Context: an optimization exercise on an open-source flow, tuned for small area, a short achievable clock period and few clock cycles per item. The choices shown serve that exercise and are no tape-out recipe.
Function was checked by simulation only, so behaviour that the tests miss may differ from the original.
Power figures rest on the tool's default switching activity, not on a simulated workload.

==> inputs of trial 11 <==
// included_region_next_lookup_core
module included_region_next_lookup_core #(
	parameter int MAX_ENTRIES = irnl_pkg::MAX_ENTRIES_DEF,
	parameter int ADDR_WIDTH  = irnl_pkg::ADDR_WIDTH_DEF
) (
	input  wire logic                             clk,
	input  wire logic                             arst_n,
	input  wire logic                             req_valid,
	output      logic                             req_ready,
	input  wire logic [irnl_pkg::CMD_W-1:0]       req_cmd,
	input  wire logic [irnl_pkg::FIELD_W-1:0]     req_region_start,
	input  wire logic [irnl_pkg::FIELD_W-1:0]     req_region_end,
	input  wire logic [irnl_pkg::ENTRY_W-1:0]     req_target_entry,
	input  wire logic [irnl_pkg::FIELD_W-1:0]     req_query_address,
	output      logic                             rsp_valid,
	input  wire logic                             rsp_ready,
	output      logic                             rsp_found,
	output      logic [irnl_pkg::ENTRY_W-1:0]     rsp_result_entry,
	output      logic [irnl_pkg::STATUS_W-1:0]    rsp_status,
	output      logic [irnl_pkg::HELD_W-1:0]      rsp_entries_held
);
make LEC_CHECK=0 CAP_MARGIN=20 CELL_PAD_IN_SITES_DETAIL_PLACEMENT=1 CELL_PAD_IN_SITES_GLOBAL_PLACEMENT=1 CORE_MARGIN=2 CORE_UTILIZATION=40 CTS_CLUSTER_DIAMETER=60 CTS_CLUSTER_SIZE=20 PLACE_DENSITY=0.55 SETUP_SLACK_MARGIN=3.0 SLEW_MARGIN=20 SYNTH_HIERARCHICAL=1 SYNTH_MEMORY_MAX_BITS=8192 finish   # period 6.5 ns
run.sh (not shown) runs the stock make flow with config.mk's settings and CLKGATE_MAP_FILE= SYNTH_SCRIPT=/design/flow/synth_recipe.tcl, a recipe that flattens the netlist after the stock synthesis.
==> inputs of trial 63, as changes to trial 11 <==
--- a/flow/design.v
+++ b/flow/design.v
@@ -414,23 +414,27 @@
 	logic [NG-1:0]      gv_b;
 	logic [NG-1:0][5:0] gr_b;
 	logic [NG-1:0][2:0] gi_b;
 	logic [NG-1:0][5:0] grp_b;
 	logic         pend_c;
 	logic [N-1:0] pmask_b, vlt_b, pinc_b;
 	logic         plt_b;
 	assign pend_c = v2_q && app2_q;
-	logic [N-1:0] pm_q;
-	always_ff @(posedge clk) begin
-		for (int i = 0; i < N; i++) begin
-			pm_q[i] <= a_append && app1_q && below_q[i] && ((i == N - 1) || !below_q[(i < N - 1) ? i + 1 : i]);
+	logic pend_cb;
+	assign pend_cb = pend_c && app1_q;
+	for (genvar i = 0; i < N; i++) begin : g_pend
+		if (i + 2 < N) begin : g_i
+			assign pmask_b[i] = pend_cb && below_q[i+1] && !below_q[i+2];
+		end else if (i + 1 < N) begin : g_62
+			assign pmask_b[i] = pend_cb && below_q[i+1];
+		end else begin : g_63
+			assign pmask_b[i] = 1'b0;
 		end
 	end
-	assign pmask_b = pm_q;
 	assign vlt_b  = vlt_q & ~pmask_b;
 	assign plt_b  = |(vlt_q & pmask_b);
 	assign pinc_b = pend_c ? vlt2_q : '0;
 	for (genvar g = 0; g < NG; g++) begin : g_grp
 		irnl_grp u_grp (
 			.v    (vlt_b[g*G +: G]),
 			.r    (rk_q[g*G +: G]),
 			.p    (pbm[g]),
CELL_PAD_IN_SITES_DETAIL_PLACEMENT = default   (was 1)
CELL_PAD_IN_SITES_GLOBAL_PLACEMENT = default   (was 1)
==> flow_summary_export.csv <==
group,metric,value,unit
outcome,status,"timing/DRC/antenna clean",
yosys,syn_inst,20967,
timing,finClkSkew,0.110,ns
cells_and_area,buffers,1150,
drt,met2_length,450000,um
power,powerDensity,273,nW/um^2
cells_and_area,nFillCells,56613,
power,powerClk,31.1,mW
clock_tree,clkSinkCount,5504,
Source of the figures above: trial 63

==> flow_summary_export.csv <==
group,metric,value,unit
outcome,status,"timing/DRC/antenna clean",
timing,finClkSkew,0.0633,ns
yosys,syn_area,257000,um^2
cells_and_area,buffers,916,
floorplan,die_w,805,um
timing,worstMarginPinSlew,1.23,ns
cells_and_area,nFillCells,65881,
power,powerClk,35.3,mW
critical_path,reg2reg_to,"u_dp.vge_q[49]",
timing,setup_tns,0,ns
clock_tree,clkSinkCount,5568,
yosys,syn_inst,21102,
Source of the figures above: trial 11

Testbench counts of trial 11, summed over its fixed seeds: cycles 13,454, commands 13,422.
Testbench counts of trial 63, summed over its fixed seeds: cycles 13,454, commands 13,422.

-- what the ideal ports hide --
The flow's constraints put no driver on any port. The routed layouts listed below were extracted and timed again, unchanged, in two steps. Step 1 sets driving cells, clkbuf_16 on the clock port and buf_2 on the other inputs (assumed; they add their load-dependent delay and slew). Step 2 moves the port delays by t, midway between the first and last clock arrival at a register: inputs arrive t later, outputs are due t later. That takes back most of the time a late clock gives input paths. a / b / c = no drivers / after step 1 / after step 2; a / b = the first two.
| run | t, ns | slack for setup (ns) | cell pins on the clock port's net |
|---|---|---|---|
| trial 11 | 1.264 | 2.724 / 2.724 / 2.299 | 1 |
| trial 63 | 1.194 | 2.813 / 2.813 / 2.256 | 1 |
After both steps setup and hold are still met in every run listed. The setup slack of trial 63, which loses most, moves by 0.000 ns with the drivers and by -0.557 ns with both steps.
